This design comes from an exercise in tuning for small area and a short achievable clock period on the open sky130 flow, not from production work. At most, simulation tests tie the RTL to the original design; equivalence was not proved. Power is estimated from default activity; no workload was simulated.

==> run a <==
## conv_peak_detect
module conv_peak_detect
#(
  parameter int unsigned MAX_LEN = 8,
  parameter int unsigned IDX_W   = 4
) (
  input  logic                  clk,
  input  logic                  rst,
  input  logic                  in_valid,
  input  logic [2*conv_pkg::SAMPLE_W-1:0] in_data,
  output logic                  out_valid,
  output conv_pkg::energy_t        out_peak,
  output logic [IDX_W-1:0]      out_idx,
  output logic [IDX_W-1:0]      out_len,
  output logic                  out_ovf,
  output logic                  out_err
);
==> flow/config.mk <==
export PLATFORM = sky130hd
export DESIGN_NAME = conv_peak_detect
export DESIGN_NICKNAME = conv_peak_detect
export VERILOG_FILES = /design/flow/design.v
export SDC_FILE = /design/flow/constraint.sdc
export NUM_CORES = 4
export LEC_CHECK = 0
export ABC_CLOCK_PERIOD_IN_PS = 4000
export CAP_MARGIN = 20
export CORE_MARGIN = 2
export CORE_UTILIZATION = 40
export CTS_CLUSTER_DIAMETER = 60
export CTS_CLUSTER_SIZE = 16
export PLACE_DENSITY = 0.6
export SETUP_SLACK_MARGIN = 3.8
export SLEW_MARGIN = 20
export SYNTH_HIERARCHICAL = 1
export SYNTH_MINIMUM_KEEP_SIZE = 0
==> flow/constraint.sdc <==
create_clock -name core_clock -period 7.5 [get_ports {clk}]
set_input_delay 1.5000 -clock core_clock [delete_from_list [all_inputs] [get_ports {clk}]]
set_output_delay 1.5000 -clock core_clock [all_outputs]
set_load 0.01 [all_outputs]
standard.sh (not shown) runs the stock make flow with config.mk's settings and CLKGATE_MAP_FILE= SYNTH_SCRIPT=/design/flow/synth_recipe.tcl, a recipe that flattens the netlist after the stock synthesis.
==> flow/flow/run.sh <==
#!/bin/bash
set -euo pipefail
export BUFFER_PORTS_ARGS="-buffer_cell sky130_fd_sc_hd__buf_1"
export CTS_ARGS="-sink_clustering_enable -repair_clock_nets -sink_clustering_size 16 -sink_clustering_max_diameter 60 -dont_use_dummy_load"
bash standard.sh > standard.log 2>&1
==> run b (differences from run a) <==
==> flow/run.sh (new file) <==
#!/bin/bash
# synth_recipe.tcl (not shown) runs the flow's synth.tcl, then flattens the netlist and writes it again
# the make line also repeats each setting of config.mk as NAME=value (left out here)
make -C /OpenROAD-flow-scripts/flow DESIGN_CONFIG=/design/flow/config.mk WORK_HOME=/design/flow/orfs CLKGATE_MAP_FILE= SYNTH_SCRIPT=/design/flow/synth_recipe.tcl finish
- CTS_CLUSTER_DIAMETER: 60 -> not set
- CTS_CLUSTER_SIZE: 16 -> not set
removed: flow/flow/run.sh
removed: flow/standard.sh
==> run c (differences from run a) <==
==> flow/flow/run.sh (replaced) <==
#!/bin/bash
set -euo pipefail
export BUFFER_PORTS_ARGS="-buffer_cell sky130_fd_sc_hd__buf_1"
export CTS_ARGS="-sink_clustering_enable -repair_clock_nets -sink_clustering_size 30 -sink_clustering_max_diameter 100 -dont_use_dummy_load"
bash standard.sh > standard.log 2>&1
- CTS_CLUSTER_DIAMETER: 60 -> 100
- CTS_CLUSTER_SIZE: 16 -> 30
==> run d (differences from run a) <==
==> flow/run.sh (new file) <==
#!/bin/bash
# synth_recipe.tcl (not shown) runs the flow's synth.tcl, then flattens the netlist and writes it again
# the make line also repeats each setting of config.mk as NAME=value (left out here)
make -C /OpenROAD-flow-scripts/flow DESIGN_CONFIG=/design/flow/config.mk WORK_HOME=/design/flow/orfs CLKGATE_MAP_FILE= SYNTH_SCRIPT=/design/flow/synth_recipe.tcl finish
- CTS_CLUSTER_DIAMETER: 60 -> not set
- CTS_CLUSTER_SIZE: 16 -> not set
- SETUP_SLACK_MARGIN: 3.8 -> 4.1
removed: flow/flow/run.sh
removed: flow/standard.sh
==> summary of the runs <==
- Run d completed without violations. Run a produced a clean layout. Run c ran to the end with no violations. Run b completed with no timing, DRC or antenna violations.
- Die area is the same in run c and run b.
- Sequential power is about the same in run c and run a.
- In run c the clock power is lower than in run d, by 49%.
- In flip-flop and latch count, run a and run c do not differ.
- Non-clock buffer count: run d > run b > run a > run c.
- In run c the cell count is lower than in run d, by about 7%.
==> figures <==
	run c	run b	run d	run a
Placer's final routability congestion estimate	0.880	0.864	0.867	0.880
DP HPWL	27100 µm	26900 µm	26600 µm	27100 µm
Placed instance area	0.0160 mm²	0.0166 mm²	0.0167 mm²	0.0160 mm²
Critical Path End	hs2_n[17]	hs2_n[14]	hs2_n[14]	hs2_n[9]
Placement-stage worst setup slack	3.34 ns	3.27 ns	3.29 ns	3.34 ns
CP max-delay cell	sky130_fd_sc_hd__fa_1	sky130_fd_sc_hd__fa_1	sky130_fd_sc_hd__fa_2	sky130_fd_sc_hd__fa_1
Share of total power consumed by net switching	41.3%	39.5%	38.9%	40.0%
Most numerous cell on the critical path	sky130_fd_sc_hd__fa_1	sky130_fd_sc_hd__fa_1	-	sky130_fd_sc_hd__fa_1
Outcome	no timing/DRC/antenna violations	no timing/DRC/antenna violations	no timing/DRC/antenna violations	no timing/DRC/antenna violations
Crit path setup slack, layout	3.88 ns	3.84 ns	3.96 ns	3.89 ns
Slew of the pin with the lowest slew margin	1.05 ns	0.938 ns	0.951 ns	1.05 ns
Most frequent standard cell in the layout excluding fill and tap cells	sky130_fd_sc_hd__fa_1	sky130_fd_sc_hd__fa_1	sky130_fd_sc_hd__nand2_1	sky130_fd_sc_hd__fa_1
VDD IR max	0.000134 V	0.000210 V	0.000193 V	0.000218 V
Number of non-clock buffers in the layout	105	120	216	112

---

==> inputs of v8 <==
conv_peak_detect, a different RTL version from the one above (not shown whole).
export LEC_CHECK = 0
export ABC_CLOCK_PERIOD_IN_PS = 4000
export CAP_MARGIN = 20
export CORE_MARGIN = 2
export CORE_UTILIZATION = 40
export CTS_CLUSTER_DIAMETER = 80
export CTS_CLUSTER_SIZE = 22
export PLACE_DENSITY = 0.6
export SETUP_SLACK_MARGIN = 4.2
export SLEW_MARGIN = 20
export SYNTH_HIERARCHICAL = 1
export SYNTH_MINIMUM_KEEP_SIZE = 0
create_clock -name core_clock -period 7.5 [get_ports {clk}]
==> flow/flow/run.sh <==
#!/bin/bash
set -euo pipefail
export BUFFER_PORTS_ARGS="-buffer_cell sky130_fd_sc_hd__buf_1"
export CTS_ARGS="-sink_clustering_enable -repair_clock_nets -sink_clustering_size 22 -sink_clustering_max_diameter 80 -dont_use_dummy_load"
bash standard.sh > standard.log 2>&1
==> v33: changes against v8 <==
--- a/flow/config.mk
+++ b/flow/config.mk
@@ -13,5 +13,5 @@
 export CTS_CLUSTER_SIZE = 22
 export PLACE_DENSITY = 0.6
-export SETUP_SLACK_MARGIN = 4.2
+export SETUP_SLACK_MARGIN = 4.4
 export SLEW_MARGIN = 20
 export SYNTH_HIERARCHICAL = 1
==> comparison <==
- Total power: v33 is higher than v8 (1.4%).
- Against v33, the fmax of v8 is lower by about 5%.
- Flip-flop and latch count is the same in v33 and v8.
- First-iteration DRC count: v8 is lower than v33 (28%).
==> figures <==
Run status: v33 complete, no violations; v8 complete, no violations
Count of plain and timing-repair buffers in the layout: v33 201; v8 95
Fmax achieved: v33 322 MHz; v8 306 MHz
Int Pwr: v33 4.02 mW; v8 3.94 mW
Total power: v33 6.96 mW; v8 6.86 mW
Post-Place Setup Slack: v33 3.78 ns; v8 3.60 ns
Fraction of area in multi-input gates: v33 59.2%; v8 61.8%
Worst voltage drop across the vdd grid: v33 0.283 mV; v8 0.183 mV
R2r startpoint: v33 d1[23]; v8 d1[13]
GR Layer Usage met2: v33 29.2%; v8 27.3%
No run of this note included a check of the RTL's function; only the layout flow was run.

---

==> run E <==
conv_peak_detect with an RTL version that a note above also has.
==> flow/design.v (excerpt) <==
module conv_peak_detect
#(
  parameter int unsigned MAX_LEN = 8,
  parameter int unsigned IDX_W   = 4
) (
  input  logic                  clk,
  input  logic                  rst,
  input  logic                  in_valid,
  input  logic [2*conv_pkg::SAMPLE_W-1:0] in_data,
  output logic                  out_valid,
  output conv_pkg::energy_t        out_peak,
  output logic [IDX_W-1:0]      out_idx,
  output logic [IDX_W-1:0]      out_len,
  output logic                  out_ovf,
  output logic                  out_err
);
==> flow/config.mk <==
export PLATFORM = sky130hd
export DESIGN_NAME = conv_peak_detect
export DESIGN_NICKNAME = conv_peak_detect
export VERILOG_FILES = /design/flow/design.v
export SDC_FILE = /design/flow/constraint.sdc
export NUM_CORES = 4
export LEC_CHECK = 0
export ABC_CLOCK_PERIOD_IN_PS = 4000
export CAP_MARGIN = 20
export CORE_MARGIN = 2
export CORE_UTILIZATION = 40
export CTS_CLUSTER_DIAMETER = 80
export CTS_CLUSTER_SIZE = 22
export PLACE_DENSITY = 0.6
export SETUP_SLACK_MARGIN = 3.9
export SLEW_MARGIN = 20
export SYNTH_HIERARCHICAL = 1
export SYNTH_MINIMUM_KEEP_SIZE = 0
==> flow/constraint.sdc <==
create_clock -name core_clock -period 7.5 [get_ports {clk}]
set_input_delay 1.5000 -clock core_clock [delete_from_list [all_inputs] [get_ports {clk}]]
set_output_delay 1.5000 -clock core_clock [all_outputs]
set_load 0.01 [all_outputs]
Scripts as last shown in full above: flow/flow/run.sh
==> run A (differences from run E) <==
Settings changed: CORE_UTILIZATION 40 to 55, PLACE_DENSITY 0.6 to 0.7, SETUP_SLACK_MARGIN 3.9 to 3.8.
==> results.txt <==
Run E finished with timing, DRC and antenna clean. Run A ran to the end with no violations. Of run E and run A, run E has the higher clock skew (gap 0.015 ns). Against run A, the register-to-register slack of run E is better by 0.07 ns. Against run A, the routed wire length of run E is higher by about 15%. In synthesized cell count, run E and run A do not differ. First-iteration DRC count: run A is larger than run E (12%). Synthesized area is the same in run A and run E. In run E the fmax is larger than in run A, by about 1.9%.

---

==> inputs of 01-03 <==
Another version of the RTL of conv_peak_detect (not shown whole).
clock: 7.5 ns
lec_check: 0
abc_clock_period_in_ps: 4000
cap_margin: 20
core_margin: 2
core_utilization: 40
cts_buf_list: sky130_fd_sc_hd__clkbuf_4 sky130_fd_sc_hd__clkbuf_8
place_density: 0.6
setup_slack_margin: 3.5
slew_margin: 20
synth_hierarchical: 1
synth_minimum_keep_size: 0
run.sh (not shown) runs the stock make flow with config.mk's settings and CLKGATE_MAP_FILE= SYNTH_SCRIPT=/design/flow/synth_recipe.tcl, a recipe that flattens the netlist after the stock synthesis.
Stock flow here: none of the scripts above is used.
==> 05-28: changes against 01-03 <==
- CTS_BUF_LIST: sky130_fd_sc_hd__clkbuf_4 sky130_fd_sc_hd__clkbuf_8 -> default
==> 07-13: changes against 01-03 <==
- ABC_AREA: default -> 1
- CTS_BUF_LIST: sky130_fd_sc_hd__clkbuf_4 sky130_fd_sc_hd__clkbuf_8 -> default
==> results.txt <==
Logic synthesis:
- The compound-cell area share of the yosys netlist is 4.66%.
- The average instance in the mapped netlist occupies 9.63 µm².

Run status:
- The flow ran to the end and the layout has no timing, DRC or antenna violations.

Layout:
- Once layout is complete, the cells apart from fillers number 2452.
- The sequential share of cell area is 23.8%.
- The area fraction of clock buffers and clock inverters is 4.39%.
- The count of non-CTS buffers in the layout is 99.
- Summing all non-filler instances in the final layout gives an area of 19100 µm².

Critical path:
- The worst setup path startpoint is d1[25].
- The startpoint of the worst-slack reg-to-reg timing path is d1[25].

Pwr:
- The share of power burned in combinational logic is 55.1%.
- Net switching is 43.3% of the power.
- IR analysis of the VDD net gives a maximum drop of 0.197 mV.
- In this run the power spent charging and discharging nets is 2860 µW.

Clock network:
- In this run the number of H-tree levels came out at 1.

Global route:
- The all-layer global routing usage is 18.4%.

Die:
- The area of the core is 44300 µm².

Route:
- The number of vias after detailed routing is 11625.
-- figures above: 07-13

==> results.txt <==
Run status:
- The flow ran to the end and the layout has no timing, DRC or antenna violations.

Layout:
- The filler-free cell count of the finished design is 2284.
- The area fraction of clock buffers and clock inverters is 4.93%.
- Once layout is done, the placed cells without fillers occupy 19000 µm².

Route:
- The final route contains 11126 vias.

Pwr:
- Net switching is 41.4% of the power.
- IR analysis of the VDD net gives a maximum drop of 0.131 mV.
- In this run, the combinational gates consume 53.8% of the power.

Logic synthesis:
- The average instance area after synthesis is 10.4 µm².
- Summing the areas of all compound-gate instances in the mapped netlist gives 4.07% of the synthesized area.

Global route:
- In the global route stage, overall resource usage came out at 19.1%.

Clock network:
- The clock passes through at most 3 buffers.
- The H-tree was split into 2 levels.

Critical path:
- The startpoint of the worst-slack reg-to-reg timing path is d1[22].
-- figures above: 01-03

==> results.txt <==
Die:
- The area of the core is 43100 µm².

Pwr:
- In this run, the combinational gates consume 54.0% of the power.
- The analysis attributes to net switching a power of 2750 µW.

Layout:
- Excluding fillers, the count of instances in the completed layout stands at 2258.
- The sequential share of cell area is 24.0%.

Logic synthesis:
- A synthesized cell averages 10.4 µm².

Clock network:
- CTS built an H-tree with a depth of 1.

Route:
- The number of vias after detailed routing is 10981.

Critical path:
- In this run the critical register-to-register path is launched from d1[32].

Run status:
- The flow ran to the end and the layout has no timing, DRC or antenna violations.
-- figures above: 05-28

No functional check of the RTL was part of any run of this note.

-- separate check: timing with driven ports --
How much do the figures lean on ideal ports? The routed layouts below were timed once more, with nothing changed but the port constraints. Step 1 assumes that a clkbuf_16 drives the clock port and a buf_2 every other input. Step 2 adds t to the input delays and takes it off the output delays; t is the mean of the earliest and latest rising clock arrival at the registers after step 1. Input paths then give back, and output paths get back, about the clock's delay inside the block. Slacks: ideal / step 1 / step 2; pairs: ideal / step 1.
run	shift t [ns]	setup slack, ns	worst setup path after step 2	latest minus earliest clock arrival (ns)	slew at the worst register clock pin (ns)
run a of note 1	0.555	3.891 / 3.891 / 3.891	register to register	0.061 / 0.061	0.07 / 0.07
run b of note 1	0.582	3.838 / 3.838 / 3.838	register to register	0.034 / 0.034	0.06 / 0.06
run c of note 1	0.520	3.876 / 3.876 / 3.876	register to register	0.077 / 0.077	0.12 / 0.12
run d of note 1	0.579	3.959 / 3.959 / 3.959	register to register	0.021 / 0.021	0.06 / 0.06
v8	0.562	4.234 / 4.234 / 4.234	register to register	0.038 / 0.039	0.10 / 0.10
v33	0.562	4.390 / 4.390 / 4.390	register to register	0.063 / 0.062	0.09 / 0.09
run E of note 3	0.540	3.932 / 3.932 / 3.932	register to register	0.055 / 0.055	0.09 / 0.09
run A of note 3	0.516	3.865 / 3.865 / 3.865	register to register	0.040 / 0.040	0.09 / 0.09
01-03	0.631	3.611 / 3.611 / 3.611	register to register	0.027 / 0.026	0.06 / 0.06
05-28	0.601	3.636 / 3.636 / 3.636	register to register	0.014 / 0.015	0.06 / 0.06
07-13	0.601	3.637 / 3.637 / 3.637	register to register	0.025 / 0.025	0.06 / 0.06
After both steps every run listed still meets setup and hold.
